What follows belongs to an exercise in optimizing a design on an open flow for small area, a short achievable clock period and few clock cycles; a production flow would make more cautious choices.
Where RTL was checked, it was by simulation tests only, not by an equivalence proof against the original.
Power is estimated from default activity; no workload was simulated.

Setup of juniper:
==> flow/design.v <==
package wr_gen_pkg;
  typedef logic [51:0] addr_t;
  typedef logic [31:0] pattern_t;
  typedef logic [8:0] count_t;
  typedef logic [37:0] incr_t;
  typedef logic [2:0] psize_t;
  typedef logic [511:0] line_t;
  typedef logic [63:0] mask_t;
  localparam int LINE_BYTES = 64;
  typedef enum logic [1:0] {
    SEQ_IDLE  = 2'd0,
    SEQ_RUN   = 2'd1,
    SEQ_DRAIN = 2'd2,
    SEQ_DONE  = 2'd3
  } seq_state_t;
endpackage
module wr_gen_top (
  input  logic                 clk,
  input  logic                 reset_n,
  input  logic                 i_start,
  input  wr_gen_pkg::count_t   i_nai,
  input  wr_gen_pkg::pattern_t i_base_p,
  input  wr_gen_pkg::addr_t    i_base_x,
  input  wr_gen_pkg::incr_t    i_rai,
  input  wr_gen_pkg::psize_t   i_pattern_size,
  input  wr_gen_pkg::mask_t    i_byte_mask,
  input  logic                 i_wr_ready,
  output logic                 o_busy,
  output logic                 o_wr_valid,
  output wr_gen_pkg::addr_t    o_wr_addr,
  output wr_gen_pkg::line_t    o_wr_data,
  output wr_gen_pkg::mask_t    o_wr_strb
);
  logic                 busy;
  logic                 valid;
  wr_gen_pkg::count_t   rem;       
  wr_gen_pkg::addr_t    addr;      
  wr_gen_pkg::incr_t    rai;       
  logic [31:0]          lanes_n;   
  wr_gen_pkg::mask_t    mask;      
  logic [31:0]          lanes;
  logic start_run;
  logic accept;
  logic size1, size2, size4;
  logic size1_q, size2_q, size4_q;   
  logic [31:0] base_lanes;
  logic [31:0] next_lanes;
  wr_gen_pkg::addr_t addr_next;
  wr_gen_pkg::count_t rem_next;
  assign start_run = i_start && !busy;
  assign accept    = valid && i_wr_ready;
  assign size1 = (i_pattern_size == 3'd1);
  assign size2 = (i_pattern_size == 3'd2);
  assign size4 = (i_pattern_size == 3'd4);
  always_comb
  begin
    base_lanes = '0;
    if (size1)
      base_lanes = {4{i_base_p[7:0]}};
    else if (size2)
      base_lanes = {2{i_base_p[15:0]}};
    else if (size4)
      base_lanes = i_base_p;
  end
  always_comb
  begin : step_lanes
    logic       step;
    logic [3:0] cin;      
    logic [7:0] ones;     
    step   = accept && (size1_q || size2_q || size4_q);
    cin[0] = 1'b1;
    cin[1] = size1_q || (&lanes[7:0]);
    cin[2] = !size4_q || (&lanes[15:0]);
    cin[3] = size1_q || (size2_q && (&lanes[7:0])) || (&lanes[23:0]);
    for (int b = 0; b < 4; b++)
    begin
      ones[0] = 1'b1;
      for (int i = 1; i < 8; i++)
        ones[i] = ones[i-1] && lanes[8*b+i-1];
      for (int i = 0; i < 8; i++)
        next_lanes[8*b+i] = lanes[8*b+i] ^ (step && cin[b] && ones[i]);
    end
  end
  localparam int RW = 38;   
  localparam int AW = 52;   
  localparam int LV = $clog2(RW);
  logic [RW-1:0] pg_g [LV+1];
  logic [RW-1:0] pg_p [LV+1];
  logic [RW-1:0] half_sum;
  logic [AW-RW-1:0] hi_all;    
  assign pg_g[0]  = addr[RW-1:0] & rai;
  assign pg_p[0]  = addr[RW-1:0] ^ rai;
  assign half_sum = pg_p[0];
  for (genvar l = 0; l < LV; l++)
  begin : g_level
    for (genvar i = 0; i < RW; i++)
    begin : g_bit
      if ((i >> l) % 2 == 1)
      begin : g_join
        localparam int J = ((i >> l) << l) - 1;
        assign pg_g[l+1][i] = pg_g[l][i] | (pg_p[l][i] & pg_g[l][J]);
        assign pg_p[l+1][i] = pg_p[l][i] & pg_p[l][J];
      end
      else
      begin : g_pass
        assign pg_g[l+1][i] = pg_g[l][i];
        assign pg_p[l+1][i] = pg_p[l][i];
      end
    end
  end
  always_comb
  begin
    hi_all[0] = 1'b1;
    for (int j = 1; j < AW - RW; j++)
      hi_all[j] = hi_all[j-1] & addr[RW+j-1];
  end
  assign addr_next[0] = half_sum[0];
  for (genvar i = 1; i < RW; i++)
  begin : g_sum
    assign addr_next[i] = half_sum[i] ^ pg_g[LV][i-1];
  end
  for (genvar j = 0; j < AW - RW; j++)
  begin : g_hi
    assign addr_next[RW+j] = addr[RW+j] ^ (pg_g[LV][RW-1] & hi_all[j]);
  end
  always_ff @(posedge clk)
  begin
    if (!reset_n)
    begin
      busy  <= 1'b0;
      valid <= 1'b0;
    end
    else if (start_run)
    begin
      busy  <= 1'b1;
      valid <= (i_nai != '0);
    end
    else if (!valid || (accept && (rem == 9'd1)))
    begin
      busy  <= 1'b0;
      valid <= 1'b0;
    end
  end
  always_ff @(posedge clk)
  begin
    if (!busy)
      addr  <= i_base_x;
    else if (accept)
      addr  <= addr_next;
  end
  always_comb
  begin : step_rem
    logic zeros;   
    zeros = 1'b1;
    for (int i = 0; i < 9; i++)   
    begin
      rem_next[i] = rem[i] ^ (accept && zeros);
      zeros = zeros && !rem[i];
    end
  end
  always_ff @(posedge clk)
  begin
    if (!busy)
      rem <= i_nai;
    else
      rem <= rem_next;
  end
  always_ff @(posedge clk)
  begin
    if (!busy)
      lanes_n <= ~base_lanes;
    else
      lanes_n <= ~next_lanes;
  end
  always_ff @(posedge clk)
  begin
    mask   <= i_byte_mask;
    rai    <= i_rai;
    size1_q <= size1;
    size2_q <= size2;
    size4_q <= size4;
  end
  assign o_busy     = busy;
  assign o_wr_valid = valid;
  assign o_wr_addr  = addr;
  assign o_wr_strb  = mask;
  assign lanes      = ~lanes_n;
  always_comb
  begin
    for (int i = 0; i < wr_gen_pkg::LINE_BYTES; i++)
      o_wr_data[i*8 +: 8] = ~({8{~mask[i]}} | lanes_n[8*(i%4) +: 8]);
  end
endmodule
export LEC_CHECK = 0
export ABC_AREA = 1
export CAP_MARGIN = 20
export CORE_AREA = 5 5 185 185
export DIE_AREA = 0 0 190 190
export SETUP_SLACK_MARGIN = 3.5
export SLEW_MARGIN = 20
create_clock -name core_clock -period 6.0 [get_ports {clk}]
standard.sh (not shown) runs the stock make flow with config.mk's settings and CLKGATE_MAP_FILE= SYNTH_SCRIPT=/design/flow/synth_recipe.tcl, a recipe that flattens the netlist after the stock synthesis.
==> flow/flow/run.sh <==
#!/bin/bash
# The standard layout, with the port buffers made from buf_1 cells and the
# pins allowed one routing track apart, so that they fit on a smaller die.
export BUFFER_PORTS_ARGS="-buffer_cell sky130_fd_sc_hd__buf_1"
export PLACE_PINS_ARGS="-min_distance 1 -min_distance_in_tracks"
bash standard.sh > standard.log 2>&1
No stage failed in juniper, and the final checks on the layout all came back clean.
Testbench counts of juniper, summed over its fixed seeds: cycles 134,802.
What indigo does differently from juniper at the input level:
diff --git a/flow/design.v b/flow/design.v
--- a/flow/design.v
+++ b/flow/design.v
@@ -149,13 +149,13 @@
       addr  <= addr_next;
   end
   always_comb
   begin : step_rem
     logic zeros;   
     zeros = 1'b1;
-    for (int i = 0; i < 9; i++)   
+    for (int i = 0; i < $bits(rem); i++)
     begin
       rem_next[i] = rem[i] ^ (accept && zeros);
       zeros = zeros && !rem[i];
     end
   end
   always_ff @(posedge clk)
--- outcome ---
- Diff indigo..juniper | initial antenna violation count | unchanged
- Re depth of the worst hold-timing path: no difference whatsoever between juniper and indigo.
- Going from juniper to indigo, mapped cell area roughly the same; clock-pin transition on the worst setup and hold timing paths roughly the same; count of unique library cells instantiated by Yosys roughly the same; sum of negative setup slack roughly the same.
- Reported for indigo and juniper, growth of design area from synthesis to finish turned out identical to the last digit.
- Fraction of registers with async set or reset after synthesis across indigo and juniper: no real change.
- Critical path arrival delta (juniper -> indigo): insignificant
- From indigo to juniper, count of buffers added by post-CTS timing repair for setup did not move at all.
Function not checked in indigo: the RTL went through the layout flow alone.

========
## run A
wr_gen_top, a different RTL version from the one above (not shown whole).
For scale: ~1900 cells after synthesis, ~830 I/O pins, ~12000 um^2 of cells after synthesis.
==> module wr_gen_top, before the edit <==
module wr_gen_top (
  input  logic                 clk,
  input  logic                 reset_n,
  input  logic                 i_start,
  input  wr_gen_pkg::count_t   i_nai,
  input  wr_gen_pkg::pattern_t i_base_p,
  input  wr_gen_pkg::addr_t    i_base_x,
  input  wr_gen_pkg::incr_t    i_rai,
  input  wr_gen_pkg::psize_t   i_pattern_size,
  input  wr_gen_pkg::mask_t    i_byte_mask,
  input  logic                 i_wr_ready,
  output logic                 o_busy,
  output logic                 o_wr_valid,
  output wr_gen_pkg::addr_t    o_wr_addr,
  output wr_gen_pkg::line_t    o_wr_data,
  output wr_gen_pkg::mask_t    o_wr_strb
);
  logic                 busy;
  logic                 valid;
  wr_gen_pkg::count_t   rem;       
  wr_gen_pkg::addr_t    addr;      
  wr_gen_pkg::incr_t    rai;       
  logic [31:0]          lanes_n;   
  wr_gen_pkg::mask_t    mask_n;    
  logic [31:0]          lanes;
  logic start_run;
  logic accept;
  logic size1, size2, size4;
  logic size1_q, size2_q, size4_q;   
  logic [31:0] base_lanes;
  logic [31:0] next_lanes;
  wr_gen_pkg::addr_t addr_next;
  assign start_run = i_start && !busy;
  assign accept    = valid && i_wr_ready;
  assign size1 = (i_pattern_size == 3'd1);
  assign size2 = (i_pattern_size == 3'd2);
  assign size4 = (i_pattern_size == 3'd4);
  always_comb
  begin
    base_lanes = '0;
    if (size1)
      base_lanes = {4{i_base_p[7:0]}};
    else if (size2)
      base_lanes = {2{i_base_p[15:0]}};
    else if (size4)
      base_lanes = i_base_p;
  end
  always_comb
  begin : step_lanes
    logic [7:0]  b0;
    logic [15:0] h0;
    logic [31:0] w0;
    b0 = lanes[7:0] + accept;
    h0 = lanes[15:0] + accept;
    w0 = lanes + accept;
    if (size4_q)
      next_lanes = w0;
    else if (size2_q)
      next_lanes = {2{h0}};
    else if (size1_q)
      next_lanes = {4{b0}};
    else
      next_lanes = '0;
  end
  localparam int RW = 38;   
  localparam int AW = 52;   
  localparam int LV = $clog2(RW);
  logic [RW-1:0] pg_g [LV+1];
  logic [RW-1:0] pg_p [LV+1];
  logic [RW-1:0] half_sum;
  logic [AW-RW-1:0] hi_all;    
  assign pg_g[0]  = addr[RW-1:0] & rai;
  assign pg_p[0]  = addr[RW-1:0] ^ rai;
  assign half_sum = pg_p[0];
  for (genvar l = 0; l < LV; l++)
  begin : g_level
    for (genvar i = 0; i < RW; i++)
    begin : g_bit
      if ((i >> l) % 2 == 1)
      begin : g_join
        localparam int J = ((i >> l) << l) - 1;
        assign pg_g[l+1][i] = pg_g[l][i] | (pg_p[l][i] & pg_g[l][J]);
        assign pg_p[l+1][i] = pg_p[l][i] & pg_p[l][J];
      end
      else
      begin : g_pass
        assign pg_g[l+1][i] = pg_g[l][i];
        assign pg_p[l+1][i] = pg_p[l][i];
      end
    end
  end
  always_comb
  begin
    hi_all[0] = 1'b1;
    for (int j = 1; j < AW - RW; j++)
      hi_all[j] = hi_all[j-1] & addr[RW+j-1];
  end
  assign addr_next[0] = half_sum[0];
  for (genvar i = 1; i < RW; i++)
  begin : g_sum
    assign addr_next[i] = half_sum[i] ^ pg_g[LV][i-1];
  end
  for (genvar j = 0; j < AW - RW; j++)
  begin : g_hi
    assign addr_next[RW+j] = addr[RW+j] ^ (pg_g[LV][RW-1] & hi_all[j]);
  end
  always_ff @(posedge clk)
  begin
    if (!reset_n)
    begin
      busy  <= 1'b0;
      valid <= 1'b0;
    end
    else if (start_run)
    begin
      busy  <= 1'b1;
      valid <= (i_nai != '0);
    end
    else if (!valid || (accept && (rem == 9'd1)))
    begin
      busy  <= 1'b0;
      valid <= 1'b0;
    end
  end
  always_ff @(posedge clk)
  begin
    if (!busy)
    begin
      rem   <= i_nai;
      addr  <= i_base_x;
    end
    else if (accept)
    begin
      rem   <= rem - 1'b1;
      addr  <= addr_next;
    end
  end
  always_ff @(posedge clk)
  begin
    if (!busy)
      lanes_n <= ~base_lanes;
    else
      lanes_n <= ~next_lanes;
  end
  always_ff @(posedge clk)
  begin
    mask_n <= ~i_byte_mask;
    rai    <= i_rai;
    size1_q <= size1;
    size2_q <= size2;
    size4_q <= size4;
  end
  assign o_busy     = busy;
  assign o_wr_valid = valid;
  assign o_wr_addr  = addr;
  assign o_wr_strb  = ~mask_n;
  assign lanes      = ~lanes_n;
  always_comb
  begin
    for (int i = 0; i < wr_gen_pkg::LINE_BYTES; i++)
      o_wr_data[i*8 +: 8] = ~({8{mask_n[i]}} | lanes_n[8*(i%4) +: 8]);
  end
endmodule
export LEC_CHECK = 0
export ABC_AREA = 1
export CAP_MARGIN = 20
export CORE_AREA = 5 5 185 185
export DIE_AREA = 0 0 190 190
export SETUP_SLACK_MARGIN = 3.2
export SLEW_MARGIN = 20
create_clock -name core_clock -period 6.0 [get_ports {clk}]
Scripts as last shown in full above: flow/flow/run.sh
Testbench counts of run A, summed over its fixed seeds: cycles 134,802.
What run B does differently from run A at the input level:
--- a/flow/design.v
+++ b/flow/design.v
@@ -63,15 +63,15 @@
   end
   always_comb
   begin : step_lanes
     logic [7:0]  b0;
     logic [15:0] h0;
     logic [31:0] w0;
-    b0 = lanes[7:0] + accept;
-    h0 = lanes[15:0] + accept;
-    w0 = lanes + accept;
+    b0 = lanes[7:0] + 1'b1;
+    h0 = lanes[15:0] + 1'b1;
+    w0 = lanes + 1'b1;
     if (size4_q)
       next_lanes = w0;
     else if (size2_q)
       next_lanes = {2{h0}};
     else if (size1_q)
       next_lanes = {4{b0}};
@@ -137,29 +137,24 @@
       busy  <= 1'b0;
       valid <= 1'b0;
     end
   end
   always_ff @(posedge clk)
   begin
-    if (!busy)
+    if (start_run)
     begin
       rem   <= i_nai;
       addr  <= i_base_x;
+      lanes_n <= ~base_lanes;
     end
     else if (accept)
     begin
       rem   <= rem - 1'b1;
       addr  <= addr_next;
+      lanes_n <= ~next_lanes;
     end
-  end
-  always_ff @(posedge clk)
-  begin
-    if (!busy)
-      lanes_n <= ~base_lanes;
-    else
-      lanes_n <= ~next_lanes;
   end
   always_ff @(posedge clk)
   begin
     mask_n <= ~i_byte_mask;
     rai    <= i_rai;
     size1_q <= size1;
Results
Measured against each other, run B and run A differ in count of cells along the worst register-to-register path, the lower figure coming from run A.
Final total power for run B: about 5% up relative to run A
Compound-cell area share of the yosys netlist, run B and run A: smaller value in run A
Compared with run A, run B shows a higher area overhead of the layout relative to synthesis.
Run A → run B: final period utilization fell by 1.2 points, final design area excluding fillers higher, number of cells upsized or downsized after cts decreased 24.
The number of nets produced by synthesis in run B was lower than what run A gave.
Diff run A -> run B | non-clock buffer count | up by a few percent
Diff run A -> run B: power density of the placed cells down about 0.64%, sequential share of layout area up 0.16 points, share of total power in the clock network down 2.6 points, final worst hold slack down 12 ps.
Total routing usage reported by global routing came out lower on run B than on run A.
No functional check of the RTL was part of run B.

==> re-timing with driven ports <==
Ports are ideal in the flow. The routed layouts listed here were re-timed in OpenROAD. Step 1 (the two cells are an assumption about what drives the block):
set clk [get_ports {clk}]
set_driving_cell -lib_cell sky130_fd_sc_hd__clkbuf_16 $clk
set_driving_cell -lib_cell sky130_fd_sc_hd__buf_2 [delete_from_list [all_inputs] $clk]
Step 2 times the ports against the registers' clock, not the clock port: input delays grow and output delays shrink by t, the midpoint of the rising clock arrivals with the driver on. Three values: ideal, step 1, step 2; two values: the first two.
run | t (ns) | setup slack, ns | worst data-port slew with drivers (ns)
juniper | 0.495 | 3.470 / 3.413 / 3.144 | 0.15
indigo | 0.495 | 3.470 / 3.413 / 3.144 | 0.15
run A | 0.498 | 3.233 / 3.188 / 2.762 | 0.20
run B | 0.480 | 3.308 / 3.258 / 2.925 | 0.17
After both steps every run listed still meets setup and hold. The setup slack of run A, which loses most, moves by -0.045 ns with the drivers and by -0.471 ns with both steps.
